This design comes from an exercise in tuning for small area on the open sky130 flow, not from production work.
In this exercise RTL edits were held to simulation tests only and were not proved equivalent to the original.

==> flow/design.v <==
`default_nettype none
package reg_file_pkg;
    typedef enum logic [0:0] {
        CLEAR = 1'b0,
        RUN   = 1'b1
    } rf_state_t;
    function automatic logic rf_addr_ok(input int unsigned addr,
                                        input int unsigned nregs,
                                        input logic        zero_reg);
        rf_addr_ok = (addr < nregs) && !(zero_reg && (addr == 0));
    endfunction
endpackage
`default_nettype wire
`default_nettype none
module reg_file_aoi222 (
    input  logic a1,
    input  logic a2,
    input  logic b1,
    input  logic b2,
    input  logic c1,
    input  logic c2,
    output logic y
);
    assign y = !((a1 && a2) || (b1 && b2) || (c1 && c2));
endmodule
`default_nettype wire
`default_nettype none
module reg_file_rd_tail
#(
    parameter int N = 11
) (
    input  logic [N-1:0] xn,
    input  logic         ph,
    input  logic         nbyp,
    input  logic         s0,
    input  logic         d0,
    input  logic         s1,
    input  logic         d1,
    output logic         y
);
    assign y = ((ph ^ !(&xn)) && nbyp) || (s0 && d0) || (s1 && d1);
endmodule
`default_nettype wire
`default_nettype none
module reg_file_and2 (
    input  logic a,
    input  logic b,
    output logic y
);
    assign y = a && b;
endmodule
`default_nettype wire
`default_nettype none
module reg_file_nand2 (
    input  logic a,
    input  logic b,
    output logic y
);
    assign y = !(a && b);
endmodule
`default_nettype wire
`default_nettype none
module reg_file_clear_fsm
#(
    parameter int NREGS = 32,
    parameter int AW    = (NREGS > 1) ? $clog2(NREGS) : 1
) (
    input  logic          clk,
    input  logic          reset,
    input  logic          clear_req,
    output logic          ready,
    output logic          clr_en,
    output logic [AW-1:0] clr_addr
);
    localparam logic [AW-1:0] c_last_addr = AW'(NREGS - 1);
    logic          r_ready;
    logic [AW-1:0] r_ptr;
    always_ff @(posedge clk) begin
        if (reset) begin
            r_ready <= 1'b0;
            r_ptr   <= '0;
        end else if (!r_ready) begin
            r_ptr <= (r_ptr == c_last_addr) ? '0 : r_ptr + AW'(1);
            if (r_ptr == c_last_addr) begin
                r_ready <= 1'b1;
            end
        end else if (clear_req) begin
            r_ready <= 1'b0;
        end
    end
    assign ready    = r_ready;
    assign clr_en   = !r_ready;
    assign clr_addr = r_ptr;
endmodule
`default_nettype wire
`default_nettype none
module reg_file_mp
#(
    parameter  int XLEN     = 32,
    parameter  int NREGS    = 32,
    parameter  int NRD      = 2,
    parameter  int ZERO_REG = 1,
    parameter  int BYPASS   = 1,
    localparam int AW       = $clog2(NREGS)
) (
    input  logic              clk,
    input  logic              reset,
    input  logic              clear_req,
    output logic              ready,
    input  logic              we0,
    input  logic [AW-1:0]     waddr0,
    input  logic [XLEN-1:0]   wdata0,
    input  logic              we1,
    input  logic [AW-1:0]     waddr1,
    input  logic [XLEN-1:0]   wdata1,
    input  logic [NRD*AW-1:0] raddr,
    output logic [NRD*XLEN-1:0] rdata
);
    localparam int FIRST = (ZERO_REG != 0) ? 1 : 0;
    logic            w_clr_en;
    logic [AW-1:0]   w_clr_addr;
    reg_file_clear_fsm #(
        .NREGS (NREGS),
        .AW    (AW)
    ) u_clear_fsm (
        .clk       (clk),
        .reset     (reset),
        .clear_req (clear_req),
        .ready     (ready),
        .clr_en    (w_clr_en),
        .clr_addr  (w_clr_addr)
    );
    logic [XLEN-1:0] r_mem [NREGS];
    logic            r_phase;
    logic [XLEN-1:0] w_wx0, w_wx1;
    always_ff @(posedge clk) begin
        r_phase <= !(ready && r_phase);
    end
    assign w_wx0 = wdata0 ^ {XLEN{r_phase}};
    assign w_wx1 = wdata1 ^ {XLEN{r_phase}};
    if (FIRST != 0) begin : g_zero
        assign r_mem[0] = '0;
    end
    for (genvar i = FIRST; i < NREGS; i++) begin : g_reg
        logic w_hit0, w_hit1, w_sel0, w_sel1, w_hold;
        assign w_hit0 = we0 && (waddr0 == AW'(i));
        assign w_hit1 = we1 && (waddr1 == AW'(i));
        assign w_sel1 = ready && w_hit1;
        assign w_sel0 = ready && w_hit0 && !w_hit1;
        assign w_hold = ready && !w_hit0 && !w_hit1;
        logic [XLEN-1:0] w_nxt;
        for (genvar b = 0; b < XLEN; b++) begin : g_bit
            reg_file_aoi222 u_upd (
                .a1 (r_mem[i][b]), .a2 (w_hold),
                .b1 (w_wx0[b]),    .b2 (w_sel0),
                .c1 (w_wx1[b]),    .c2 (w_sel1),
                .y  (w_nxt[b])
            );
        end
        always_ff @(posedge clk) begin
            r_mem[i] <= w_nxt;
        end
    end
    for (genvar k = 0; k < NRD; k++) begin : g_rd
        logic [AW-1:0]   w_ra;
        logic            w_nz, w_m0, w_m1, w_byp;
        logic [XLEN-1:0] w_rd;
        logic            w_rsel;
        assign w_ra  = raddr[k*AW +: AW];
        assign w_nz  = (ZERO_REG == 0) || (w_ra != '0);
        assign w_m1  = (BYPASS != 0) && !clear_req && we1 && (waddr1 == w_ra);
        assign w_m0  = (BYPASS != 0) && !clear_req && we0 && (waddr0 == w_ra) && !w_m1;
        assign w_byp = w_m0 || w_m1;
        assign w_rsel = ready && w_nz;
        localparam int LB = 2;
        localparam int HB = AW - LB;
        logic [(1<<LB)-1:0] w_lo;
        logic [(1<<HB)-1:0] w_hi;
        always_comb begin
            for (int j = 0; j < (1 << LB); j++) begin
                w_lo[j] = ready && (w_ra[LB-1:0] == LB'(j));
            end
            for (int j = 0; j < (1 << HB); j++) begin
                w_hi[j] = (w_ra[AW-1:LB] == HB'(j));
            end
        end
        logic [NREGS-1:0] w_sel;
        if (FIRST != 0) begin : g_sel0
            assign w_sel[0] = 1'b0;
        end
        for (genvar i = FIRST; i < NREGS; i++) begin : g_sel
            reg_file_and2 u_sel (
                .a (w_hi[i >> LB]),
                .b (w_lo[i & ((1 << LB) - 1)]),
                .y (w_sel[i])
            );
        end
        logic w_bs0, w_bs1, w_nbyp;
        assign w_bs0  = ready && w_nz && w_m0;
        assign w_bs1  = ready && w_nz && w_m1;
        assign w_nbyp = !w_byp;
        localparam int NS = NREGS - FIRST;        
        localparam int NG = NS / 3;               
        localparam int NR = NS - 3 * NG;          
        for (genvar b = 0; b < XLEN; b++) begin : g_bit
            logic [NS-1:0]    w_gs, w_gd;
            logic [NG+NR-1:0] w_gx;
            always_comb begin
                for (int i = 0; i < NS; i++) begin
                    w_gs[i] = w_sel[FIRST + i];
                    w_gd[i] = r_mem[FIRST + i][b];
                end
            end
            for (genvar g = 0; g < NG; g++) begin : g_grp
                reg_file_aoi222 u_grp (
                    .a1 (w_gd[3*g]),   .a2 (w_gs[3*g]),
                    .b1 (w_gd[3*g+1]), .b2 (w_gs[3*g+1]),
                    .c1 (w_gd[3*g+2]), .c2 (w_gs[3*g+2]),
                    .y  (w_gx[g])
                );
            end
            for (genvar g = 0; g < NR; g++) begin : g_rest
                reg_file_nand2 u_rest (
                    .a (w_gd[3*NG+g]),
                    .b (w_gs[3*NG+g]),
                    .y (w_gx[NG+g])
                );
            end
            reg_file_rd_tail #(
                .N (NG + NR)
            ) u_tail (
                .xn   (w_gx),
                .ph   (w_rsel && r_phase),
                .nbyp (w_nbyp),
                .s0   (w_bs0),
                .d0   (wdata0[b]),
                .s1   (w_bs1),
                .d1   (wdata1[b]),
                .y    (w_rd[b])
            );
        end
        assign rdata[k*XLEN +: XLEN] = w_rd;
    end
endmodule
`default_nettype wire
Settings: LEC_CHECK=0, CAP_MARGIN=20, CELL_PAD_IN_SITES_DETAIL_PLACEMENT=1, CELL_PAD_IN_SITES_GLOBAL_PLACEMENT=1, CORE_MARGIN=2, CORE_UTILIZATION=40, SETUP_SLACK_MARGIN=0.2, SLEW_MARGIN=20, SYNTH_HIERARCHICAL=1; clock period 6.0 ns.
standard.sh (not shown) runs the stock make flow with config.mk's settings and CLKGATE_MAP_FILE= SYNTH_SCRIPT=/design/flow/synth_recipe.tcl, a recipe that flattens the netlist after the stock synthesis.
==> flow/flow/run.sh <==
#!/bin/bash
# Standard ORFS layout (the standard.sh, standard synthesis unchanged) with
# two placement/CTS options changed:
#  - port buffers use buf_2 (the default picks a slow delay buffer);
#  - clock tree built from clkbuf_8 in sink clusters of at most 16 sinks and
#    50 um, without dummy loads.
# make's full output goes to flow_make.log here; ORFS keeps each step's log
# under orfs/logs/.
set -euo pipefail
bash standard.sh \
  "BUFFER_PORTS_ARGS=-buffer_cell sky130_fd_sc_hd__buf_2" \
  "CTS_ARGS=-sink_clustering_enable -sink_clustering_size 16 -sink_clustering_max_diameter 50 -repair_clock_nets -dont_use_dummy_load -buf_list sky130_fd_sc_hd__clkbuf_8" \
  finish > flow_make.log 2>&1
Rerun with:
==> flow/flow/run.sh (replaced) <==
#!/bin/bash
# Standard ORFS layout (the standard.sh, standard synthesis unchanged) with
# two placement/CTS options changed:
#  - port buffers use buf_2 (the default picks a slow delay buffer);
#  - clock tree built from clkbuf_16 in sink clusters of at most 24 sinks and
#    80 um, without dummy loads.
# make's full output goes to flow_make.log here; ORFS keeps each step's log
# under orfs/logs/.
set -euo pipefail
bash standard.sh \
  "BUFFER_PORTS_ARGS=-buffer_cell sky130_fd_sc_hd__buf_2" \
  "CTS_ARGS=-sink_clustering_enable -sink_clustering_size 24 -sink_clustering_max_diameter 80 -repair_clock_nets -dont_use_dummy_load -buf_list sky130_fd_sc_hd__clkbuf_16" \
  finish > flow_make.log 2>&1
--- a/flow/config.mk
+++ b/flow/config.mk
@@ -11,4 +11,5 @@
 export CORE_MARGIN = 2
 export CORE_UTILIZATION = 40
+export PLACE_DENSITY = 0.7
 export SETUP_SLACK_MARGIN = 0.2
 export SLEW_MARGIN = 20
After rerunning: Via count decreases slightly; worst setup slack gets worse by 0.12 ns; final cell count went down slightly; core utilization decreases by 0.68 points; die area does not change.

[what the ideal ports hide]
No port has a modelled driver above. Below, the same layouts with a new extraction and two added sets of constraints. Step 1, drivers: a clkbuf_16 drives clk and a buf_2 each remaining input, both assumed. Step 2 moves the port delays by t, midway between the first and last clock arrival at a register: inputs arrive t later, outputs are due t later. That takes back most of the time a late clock gives input paths. Three values: ideal ports, drivers, drivers and shift; two values: the first two.
run	t (ns)	setup slack, ns	hold WS [ns]	slew at the worst register clock pin (ns)	worst slew at a driven data input, ns
the first run	0.859	0.184 / 0.136 / 0.163	0.502 / 0.502 / 0.502	0.10 / 0.10	0.05
the second run	0.754	0.065 / -0.008 / 0.165	0.501 / 0.501 / 0.501	0.10 / 0.10	0.05
After both steps setup and hold are still met in every run listed. For the first run, which loses most, drivers alone change the setup slack by -0.048 ns; drivers and shift together by -0.021 ns.
